This is an optimization exercise on Yosys and OpenROAD, whose aim is small area, not a production implementation.
Function was checked by simulation only, so behaviour that the tests miss may differ from the original.
Power and IR drop assume default switching activity.

==> build 8 <==
==> flow/design.v <==
package calc_pkg;
    localparam int DATA_W = 8;   
    typedef logic [DATA_W-1:0] ascii_t;
    localparam logic [1:0] OP_ADD = 2'b00;   
    localparam logic [1:0] OP_MUL = 2'b01;   
    localparam logic [1:0] OP_DIV = 2'b10;   
    localparam logic [1:0] OP_SUB = 2'b11;   
endpackage
module uart_rx (
    input  logic             clk,
    input  logic             rstn,
    input  logic             rxd,
    output logic             rx_valid,
    output calc_pkg::ascii_t rx_data
);
    logic [1:0]       rxd_sync;
    logic             rxd_s;
    logic [7:0]       k;
    logic             idle;
    logic             bit_end;
    calc_pkg::ascii_t shift_q;
    assign rxd_s    = rxd_sync[1];
    assign idle     = (k[7:4] == 4'h1);
    assign bit_end  = (k[3:0] == 4'hf);
    assign rx_valid = idle & k[0];
    assign rx_data  = shift_q;
    always_ff @(posedge clk or negedge rstn) begin
        if (!rstn) begin
            rxd_sync <= 2'b11;   
            k        <= 8'h10;
        end else begin
            rxd_sync <= {rxd_sync[0], rxd};
            if (idle)
                k <= rxd_s ? 8'h10 : 8'h78;
            else if (k == 8'h7f && rxd_s)
                k <= 8'h10;                  
            else if (k == 8'h0f)
                k <= {7'h08, rxd_s};         
            else
                k <= k + 8'd1;
        end
    end
    always_ff @(posedge clk) begin
        if (k[7] && bit_end)
            shift_q <= {rxd_s, shift_q[7:1]};   
    end
endmodule
module uart_tx (
    input  logic       clk,
    input  logic       rstn,
    input  logic       press,
    input  logic [3:0] sh_t,
    input  logic [3:0] sh_u,
    input  logic       sh_nb,
    output logic       txd
);
    logic       sec;     
    logic [7:0] k;
    logic [3:0] cap_t;
    logic [3:0] cap_u;
    logic       cap_nb;
    logic       idle;
    logic [3:0] cur;
    logic       dbit;
    assign idle = sec && (k[7:4] == 4'h1) && k[1];
    always_ff @(posedge clk or negedge rstn) begin
        if (!rstn) begin
            sec <= 1'b1;
            k   <= 8'h12;
        end else begin
            if (idle) begin
                if (press) begin
                    sec <= 1'b0;
                    k   <= 8'h6e;
                end
            end else if (k == 8'h0f && !sec) begin
                sec <= 1'b1;
                k   <= 8'h6f;
            end else begin
                k <= k + 8'd1;
            end
        end
    end
    always_ff @(posedge clk) begin
        if (k == 8'h6e && !sec) begin
            cap_t  <= sh_t;
            cap_u  <= sh_u;
            cap_nb <= sh_nb;
        end
    end
    assign cur = sec ? cap_u : cap_t;
    always_comb begin
        case (k[6:4])
            3'd0, 3'd1, 3'd2, 3'd3: dbit = cur[k[5:4]];
            3'd4, 3'd5:             dbit = sec ? cap_nb : 1'b1;
            default:                dbit = 1'b0;
        endcase
    end
    assign txd = k[7] ? dbit : (k[6:4] != 3'd7);
endmodule
module ascii_alu (
    input  logic [3:0] r_t,
    input  logic [3:0] r_u,
    input  logic [3:0] y_t,
    input  logic [3:0] y_u,
    input  logic       sub,
    output logic [3:0] s_t,
    output logic [3:0] s_u,
    output logic       cout
);
    logic [3:0] c_t, c_u;    
    logic [4:0] b_u, b_t;    
    logic       c1;
    function automatic logic [3:0] nines(input logic [3:0] d);
        nines = {~(d[3] | d[2] | d[1]), d[2] ^ d[1], d[1], ~d[0]};
    endfunction
    always_comb begin
        c_u  = sub ? nines(y_u) : y_u;
        c_t  = sub ? nines(y_t) : y_t;
        b_u  = {1'b0, r_u} + {1'b0, c_u} + {4'b0, sub};
        c1   = (b_u > 5'd9);
        s_u  = c1 ? (b_u[3:0] + 4'd6) : b_u[3:0];
        b_t  = {1'b0, r_t} + {1'b0, c_t} + {4'b0, c1};
        cout = (b_t > 5'd9);
        s_t  = cout ? (b_t[3:0] + 4'd6) : b_t[3:0];
    end
endmodule
module calc_fsm (
    input  logic             clk,
    input  logic             rstn,
    input  logic             rx_valid,
    input  calc_pkg::ascii_t rx_data,
    output logic [3:0]       sh_t,
    output logic [3:0]       sh_u,
    output logic             sh_nb
);
    localparam logic [2:0] S_TENS  = 3'd0;
    localparam logic [2:0] S_BUF   = 3'd1;
    localparam logic [2:0] S_UNITS = 3'd2;
    localparam logic [2:0] S_OPER  = 3'd3;
    localparam logic [2:0] S_CALC  = 3'd4;
    localparam logic [2:0] S_CALC2 = 3'd5;
    logic [2:0] s;
    logic [3:0] d;        
    logic [1:0] op_q;
    logic [3:0] r_t, r_u;
    logic [3:0] q_t, q_u;
    logic       is_digit, is_op, is_space, is_equal, is_clear;
    logic [1:0] key_op;
    logic [3:0] key_val;
    logic [3:0] b_t, b_u;      
    logic [3:0] y_t, y_u;
    logic       sub;
    logic [3:0] s_t, s_u;
    logic       cout;
    logic       b_nz, q_nz;
    logic       is_div, is_sub, is_mul;
    logic       step;
    logic [3:0] qd_t, qd_u;    
    logic [3:0] res_t, res_u;
    always_comb begin
        is_digit = (rx_data[7:4] == 4'h3) && (rx_data[3:0] <= 4'h9);
        is_space = (rx_data == 8'h20);
        is_equal = (rx_data == 8'h3d);
        is_clear = (rx_data == 8'h63);
        is_op    = (rx_data == 8'h2a) || (rx_data == 8'h2b) ||
                   (rx_data == 8'h2d) || (rx_data == 8'h2f);
        key_op   = {rx_data[2], rx_data[1] ^ rx_data[0]};
        key_val  = rx_data[3:0];
    end
    assign is_div = (op_q == calc_pkg::OP_DIV);
    assign is_sub = (op_q == calc_pkg::OP_SUB);
    assign is_mul = (op_q == calc_pkg::OP_MUL);
    assign b_t  = (s == S_BUF || s == S_UNITS) ? 4'd0 : sh_t;
    assign b_u  = (s == S_BUF || s == S_UNITS) ? d    : sh_u;
    assign b_nz = (b_t != 4'd0) || (b_u != 4'd0);
    assign q_nz = (q_t != 4'd0) || (q_u != 4'd0);
    assign y_t = (is_sub && q_u == 4'd0) ? 4'd8 : b_t;
    assign y_u = (is_sub && q_u == 4'd0) ? 4'd4 : b_u;
    assign sub = is_div || (is_sub && q_u != 4'd0);
    ascii_alu i_alu (
        .r_t  (r_t),
        .r_u  (r_u),
        .y_t  (y_t),
        .y_u  (y_u),
        .sub  (sub),
        .s_t  (s_t),
        .s_u  (s_u),
        .cout (cout)
    );
    assign step = is_div ? (cout && b_nz) : q_nz;
    always_comb begin
        qd_u = q_u - 4'd1;
        qd_t = q_t;
        if (q_u == 4'd0) begin
            qd_u = 4'd9;
            qd_t = q_t - 4'd1;
        end
    end
    assign res_t = is_div ? {~(q_t[3] | q_t[2] | q_t[1]), q_t[2] ^ q_t[1], q_t[1], ~q_t[0]} : r_t;
    assign res_u = is_div ? {~(q_u[3] | q_u[2] | q_u[1]), q_u[2] ^ q_u[1], q_u[1], ~q_u[0]} : r_u;
    always_ff @(posedge clk or negedge rstn) begin
        if (!rstn) begin
            s     <= S_TENS;
            sh_nb <= 1'b0;
            sh_t  <= 4'd0;
            sh_u  <= 4'd0;
        end else if (rx_valid && is_clear) begin
            s     <= S_TENS;
            sh_nb <= 1'b0;
            sh_t  <= 4'd0;
            sh_u  <= 4'd0;
        end else if (s == S_CALC2) begin
            sh_t <= res_t;
            sh_u <= res_u;
            s    <= S_OPER;
        end else if (rx_valid) begin
            case (s)
                S_TENS: if (is_digit) s <= S_BUF;
                S_BUF:  if (is_space) s <= S_UNITS;
                S_UNITS: begin
                    if (is_digit) begin
                        sh_t  <= d;
                        sh_u  <= key_val;
                        s     <= sh_nb ? S_CALC : S_OPER;
                        sh_nb <= 1'b1;
                    end else if (sh_nb ? is_equal : is_op) begin
                        sh_t  <= 4'd0;
                        sh_u  <= d;
                        s     <= sh_nb ? S_CALC2 : S_TENS;
                        sh_nb <= 1'b1;
                    end
                end
                S_OPER: if (is_op) s <= S_TENS;
                S_CALC: if (is_equal) begin
                    sh_t <= res_t;
                    sh_u <= res_u;
                    s    <= S_OPER;
                end
                default: ;
            endcase
        end
    end
    always_ff @(posedge clk) begin
        if (rx_valid && is_digit && s == S_TENS)
            d <= key_val;
        if (rx_valid && is_op && (s == S_OPER || (s == S_UNITS && !sh_nb)))
            op_q <= key_op;
    end
    always_ff @(posedge clk) begin
        if (rx_valid && is_digit && !s[2]) begin
            r_t <= is_mul ? 4'd0 : sh_t;
            r_u <= is_mul ? 4'd0 : sh_u;
            q_t <= is_mul ? sh_t : (is_div ? 4'd9 : 4'd0);
            q_u <= is_mul ? sh_u : (is_div ? 4'd9 : 4'd1);
        end else if (step) begin
            r_t <= s_t;
            r_u <= s_u;
            if (is_sub) begin
                q_t <= {3'd0, ~cout & (q_u != 4'd0)};
                q_u <= 4'd0;
            end else begin
                q_t <= qd_t;
                q_u <= qd_u;
            end
        end
    end
endmodule
module key_debounce (
    input  logic clk,
    input  logic rstn,
    input  logic key,
    output logic press    
);
    logic [1:0] key_sync;
    logic       key_s;
    logic       level;
    logic [2:0] cnt;
    logic       diff;
    assign key_s = key_sync[1];
    assign diff  = key_s ^ level;
    assign press = diff & key_s & (&cnt);
    always_ff @(posedge clk or negedge rstn) begin
        if (!rstn) begin
            key_sync <= 2'b00;
            level    <= 1'b0;
        end else begin
            key_sync <= {key_sync[0], key};
            if (diff && (&cnt))
                level <= key_s;
        end
    end
    always_ff @(posedge clk) begin
        cnt <= diff ? cnt + 3'd1 : 3'd0;   
    end
endmodule
module calc_top #(
    parameter int CLKS_PER_BIT    = 16,
    parameter int DEBOUNCE_CYCLES = 8
) (
    input  logic             clk,
    input  logic             rstn,
    input  logic             rxd,
    input  logic             key,
    output logic             txd,
    output calc_pkg::ascii_t digit_tens,
    output calc_pkg::ascii_t digit_units
);
    logic             rx_valid;
    calc_pkg::ascii_t rx_data;
    logic [3:0]       sh_t;
    logic [3:0]       sh_u;
    logic             sh_nb;
    logic             press;
    uart_rx i_uart_rx (
        .clk      (clk),
        .rstn     (rstn),
        .rxd      (rxd),
        .rx_valid (rx_valid),
        .rx_data  (rx_data)
    );
    calc_fsm i_calc_fsm (
        .clk      (clk),
        .rstn     (rstn),
        .rx_valid (rx_valid),
        .rx_data  (rx_data),
        .sh_t     (sh_t),
        .sh_u     (sh_u),
        .sh_nb    (sh_nb)
    );
    key_debounce i_key_debounce (
        .clk   (clk),
        .rstn  (rstn),
        .key   (key),
        .press (press)
    );
    uart_tx i_uart_tx (
        .clk   (clk),
        .rstn  (rstn),
        .press (press),
        .sh_t  (sh_t),
        .sh_u  (sh_u),
        .sh_nb (sh_nb),
        .txd   (txd)
    );
    assign digit_tens  = {4'h3, sh_t};
    assign digit_units = {2'b00, sh_nb, sh_nb, sh_u};
endmodule
==> flow/flow/run.sh <==
#!/bin/bash
# The standard flow's layout, with: synthesis logic mapped by an area-only abc script and
# no adder extraction (same flip-flops), unit-size port buffers, and a clock
# tree of small buffers without dummy loads.
set -eo pipefail
F=$(pwd)/flow
bash standard.sh finish \
  "SYNTH_SCRIPT=$F/synth.tcl" \
  "ADDER_MAP_FILE=" \
  "BUFFER_PORTS_ARGS=-buffer_cell sky130_fd_sc_hd__buf_1" \
  "CTS_ARGS=-sink_clustering_enable -sink_clustering_size 30 -sink_clustering_max_diameter 100 -root_buf sky130_fd_sc_hd__clkbuf_8 -buf_list sky130_fd_sc_hd__clkbuf_4 -dont_use_dummy_load -repair_clock_nets" \
  > standard_run.log 2>&1
==> flow/flow/area.abc <==
strash
dch -f
amap
strash
dch -f
amap
topo
==> flow/flow/synth.tcl <==
# The standard flow's synthesis script, with an area-only abc script for the logic
# (flip-flop mapping and everything else unchanged)
proc synth {args} { yosys synth -nofsm -noshare {*}$args }
set ::area_abc_script [file join [file dirname [file normalize [info script]]] area.abc]
proc abc {args} {
  set i [lsearch -exact $args -script]
  if { $i >= 0 } {
    set args [lreplace $args [expr {$i + 1}] [expr {$i + 1}] $::area_abc_script]
  }
  yosys abc {*}$args
}
source $::env(SCRIPTS_DIR)/synth.tcl
# left out here: clear keep_hierarchy, flatten, clean up, hide names made inside functions, write 1_2_yosys.v
==> flow/standard.sh <==
#!/bin/bash
# synth_recipe.tcl (not shown) runs the flow's synth.tcl, then flattens the netlist and writes it again
# the make line also repeats each setting of config.mk as NAME=value (left out here)
make -C /OpenROAD-flow-scripts/flow DESIGN_CONFIG=/design/flow/config.mk WORK_HOME=/design/flow/orfs CLKGATE_MAP_FILE= SYNTH_SCRIPT=/design/flow/synth_recipe.tcl "${@:-finish}"
==> flow/config.mk <==
export PLATFORM = sky130hd
export DESIGN_NAME = calc_top
export DESIGN_NICKNAME = calc_top
export VERILOG_FILES = /design/flow/design.v
export SDC_FILE = /design/flow/constraint.sdc
export NUM_CORES = 4
export LEC_CHECK = 0
export ABC_AREA = 1
export CAP_MARGIN = 20
export CORE_MARGIN = 2
export CORE_UTILIZATION = 70
export CTS_BUF_LIST = sky130_fd_sc_hd__clkbuf_8
export CTS_CLUSTER_DIAMETER = 100
export CTS_CLUSTER_SIZE = 40
export SLEW_MARGIN = 20
==> flow/constraint.sdc <==
create_clock -name core_clock -period 40.0 [get_ports {clk}]
set_input_delay 8.0000 -clock core_clock [delete_from_list [all_inputs] [get_ports {clk}]]
set_output_delay 8.0000 -clock core_clock [all_outputs]
set_load 0.01 [all_outputs]
==> trial 36: changes against build 8 <==
--- a/flow/design.v
+++ b/flow/design.v
@@ -153,10 +153,7 @@
     logic       sub;
     logic [3:0] s_t, s_u;
     logic       cout;
-    logic       b_nz, q_nz;
-    logic       is_div, is_sub, is_mul;
-    logic       step;
-    logic [3:0] qd_t, qd_u;    
+    logic       sel10;
     logic [3:0] res_t, res_u;
     always_comb begin
         is_digit = (rx_data[7:4] == 4'h3) && (rx_data[3:0] <= 4'h9);
@@ -168,16 +165,30 @@
         key_op   = {rx_data[2], rx_data[1] ^ rx_data[0]};
         key_val  = rx_data[3:0];
     end
-    assign is_div = (op_q == calc_pkg::OP_DIV);
-    assign is_sub = (op_q == calc_pkg::OP_SUB);
-    assign is_mul = (op_q == calc_pkg::OP_MUL);
-    assign b_t  = (s == S_BUF || s == S_UNITS) ? 4'd0 : sh_t;
-    assign b_u  = (s == S_BUF || s == S_UNITS) ? d    : sh_u;
-    assign b_nz = (b_t != 4'd0) || (b_u != 4'd0);
-    assign q_nz = (q_t != 4'd0) || (q_u != 4'd0);
-    assign y_t = (is_sub && q_u == 4'd0) ? 4'd8 : b_t;
-    assign y_u = (is_sub && q_u == 4'd0) ? 4'd4 : b_u;
-    assign sub = is_div || (is_sub && q_u != 4'd0);
+    assign b_t = (s == S_BUF || s == S_UNITS) ? 4'd0 : sh_t;
+    assign b_u = (s == S_BUF || s == S_UNITS) ? d    : sh_u;
+    always_comb begin
+        sel10 = 1'b0;
+        sub   = 1'b0;
+        y_t   = b_t;
+        y_u   = b_u;
+        if (op_q == calc_pkg::OP_DIV) begin
+            sel10 = (b_t == 4'd0) && (b_u != 4'd0) && (r_t >= b_u);
+            sub   = 1'b1;
+            if (sel10) begin
+                y_t = b_u;
+                y_u = 4'd0;
+            end
+        end else if (q_u != 4'd0) begin
+            sub = (op_q == calc_pkg::OP_SUB);
+        end else if (op_q == calc_pkg::OP_SUB) begin
+            y_t = 4'd8;
+            y_u = 4'd4;
+        end else begin
+            y_t = b_u;
+            y_u = 4'd0;
+        end
+    end
     ascii_alu i_alu (
         .r_t  (r_t),
         .r_u  (r_u),
@@ -188,17 +199,8 @@
         .s_u  (s_u),
         .cout (cout)
     );
-    assign step = is_div ? (cout && b_nz) : q_nz;
-    always_comb begin
-        qd_u = q_u - 4'd1;
-        qd_t = q_t;
-        if (q_u == 4'd0) begin
-            qd_u = 4'd9;
-            qd_t = q_t - 4'd1;
-        end
-    end
-    assign res_t = is_div ? {~(q_t[3] | q_t[2] | q_t[1]), q_t[2] ^ q_t[1], q_t[1], ~q_t[0]} : r_t;
-    assign res_u = is_div ? {~(q_u[3] | q_u[2] | q_u[1]), q_u[2] ^ q_u[1], q_u[1], ~q_u[0]} : r_u;
+    assign res_t = (op_q == calc_pkg::OP_DIV) ? q_t : r_t;
+    assign res_u = (op_q == calc_pkg::OP_DIV) ? q_u : r_u;
     always_ff @(posedge clk or negedge rstn) begin
         if (!rstn) begin
             s     <= S_TENS;
@@ -249,20 +251,30 @@
     end
     always_ff @(posedge clk) begin
         if (rx_valid && is_digit && !s[2]) begin
-            r_t <= is_mul ? 4'd0 : sh_t;
-            r_u <= is_mul ? 4'd0 : sh_u;
-            q_t <= is_mul ? sh_t : (is_div ? 4'd9 : 4'd0);
-            q_u <= is_mul ? sh_u : (is_div ? 4'd9 : 4'd1);
-        end else if (step) begin
+            r_t <= (op_q == calc_pkg::OP_MUL) ? 4'd0 : sh_t;
+            r_u <= (op_q == calc_pkg::OP_MUL) ? 4'd0 : sh_u;
+            q_t <= (op_q == calc_pkg::OP_MUL) ? sh_t : 4'd0;
+            q_u <= (op_q == calc_pkg::OP_MUL) ? sh_u :
+                   {3'd0, ~op_q[1] ^ op_q[0]};   
+        end else if (op_q == calc_pkg::OP_DIV) begin
+            if (cout && (b_t != 4'd0 || b_u != 4'd0)) begin
+                r_t <= s_t;
+                r_u <= s_u;
+                if (sel10)
+                    q_t <= q_t + 4'd1;
+                else
+                    q_u <= q_u + 4'd1;
+            end
+        end else if (q_u != 4'd0) begin
             r_t <= s_t;
             r_u <= s_u;
-            if (is_sub) begin
-                q_t <= {3'd0, ~cout & (q_u != 4'd0)};
-                q_u <= 4'd0;
-            end else begin
-                q_t <= qd_t;
-                q_u <= qd_u;
-            end
+            q_u <= q_u - 4'd1;
+            if (op_q == calc_pkg::OP_SUB)
+                q_t <= {3'd0, ~cout};
+        end else if (q_t != 4'd0) begin
+            r_t <= s_t;
+            r_u <= s_u;
+            q_t <= q_t - 4'd1;
         end
     end
 endmodule
@@ -284,15 +296,14 @@
         if (!rstn) begin
             key_sync <= 2'b00;
             level    <= 1'b0;
+            cnt      <= '0;
         end else begin
             key_sync <= {key_sync[0], key};
+            cnt      <= diff ? cnt + 3'd1 : 3'd0;   
             if (diff && (&cnt))
                 level <= key_s;
         end
     end
-    always_ff @(posedge clk) begin
-        cnt <= diff ? cnt + 3'd1 : 3'd0;   
-    end
 endmodule
 module calc_top #(
     parameter int CLKS_PER_BIT    = 16,
==> flow/run.sh (new file) <==
#!/bin/bash
# synth_recipe.tcl (not shown) runs the flow's synth.tcl, then flattens the netlist and writes it again
# the make line also repeats each setting of config.mk as NAME=value (left out here)
make -C /OpenROAD-flow-scripts/flow DESIGN_CONFIG=/design/flow/config.mk WORK_HOME=/design/flow/orfs CLKGATE_MAP_FILE= SYNTH_SCRIPT=/design/flow/synth_recipe.tcl finish
==> flow/config.mk (replaced) <==
export PLATFORM = sky130hd
export DESIGN_NAME = calc_top
export DESIGN_NICKNAME = calc_top
export VERILOG_FILES = /design/flow/design.v
export SDC_FILE = /design/flow/constraint.sdc
export NUM_CORES = 4
export LEC_CHECK = 0
export CAP_MARGIN = 20
export CORE_MARGIN = 2
export CORE_UTILIZATION = 40
export SLEW_MARGIN = 20
removed: flow/flow/run.sh
removed: flow/flow/area.abc
removed: flow/flow/synth.tcl
removed: flow/standard.sh
==> qor summary <==
	build 8	trial 36
Data-path buffer share of cell area in the final layout	0.0179	0.0293
Run status	no timing/DRC/antenna violations	no timing/DRC/antenna violations
Area fraction in compound gates after synthesis	0.226	0.169
WP depth	10	4
Simple logic cell fraction of the synthesized area	0.179	0.185
Clock Power	0.0442 mW	0.0791 mW
Share of final-layout standard cells stronger than drive strength 1	0.0422	0.0792
Start of the worst register-to-register path	i_calc_fsm.op_q[1]$_DFFE_PP_	i_calc_fsm.s[2]$_DFFE_PN0P_
Adder-cell area share of the yosys netlist	0	0.0969
Proportion of synthesized flip-flops having asynchronous set or reset	0.447	0.487
Post-detailed-placement cell area	4130 um^2	5330 um^2
Largest class	registers	multi-input gates
FILL cells	402	1,199
Width of the die	79.6 um	117 um
WL per Instance	16.4 um	16.4 um
Global-route total usage across every layer	0.305	0.179
Detailed Place HPWL	6650 um	8400 um
Final wirelength	8970 um	11,500 um
Fraction of synthesized area in multiplexers	0	0.0431
Routability Congestion	0.955	0.874
Power consumption	0.241 mW	0.333 mW
Layout clock buffers	9	14
Multi-input combinational cell count	312	392
Number of buffers outside the clock class in the layout	17	18
Starting utilization of the core area	0.727	0.406
Share of power burned in registers	0.455	0.357

==> re-timing with driven ports <==
How much do the figures lean on ideal ports? The routed layouts below were timed once more, with nothing changed but the port constraints.
Step 1: set_driving_cell puts a clkbuf_16 on clk and a buf_2 on each other input, an assumption about the parent block.
Step 2 times the ports against the registers' clock, not the clock port: input delays grow and output delays shrink by t, the midpoint of the rising clock arrivals with the driver on.
a / b / c = ideal / step 1 / step 2; a / b = the first two.
| run | shift t [ns] | setup slack, ns | latest minus earliest clock arrival (ns) | worst data-port slew with drivers (ns) |
|---|---|---|---|---|
| build 8 | 0.369 | 29.826 / 29.796 / 30.165 | 0.019 / 0.019 | 0.03 |
| trial 36 | 0.373 | 29.711 / 29.673 / 30.047 | 0.005 / 0.005 | 0.03 |
After both steps every run listed still meets setup and hold.
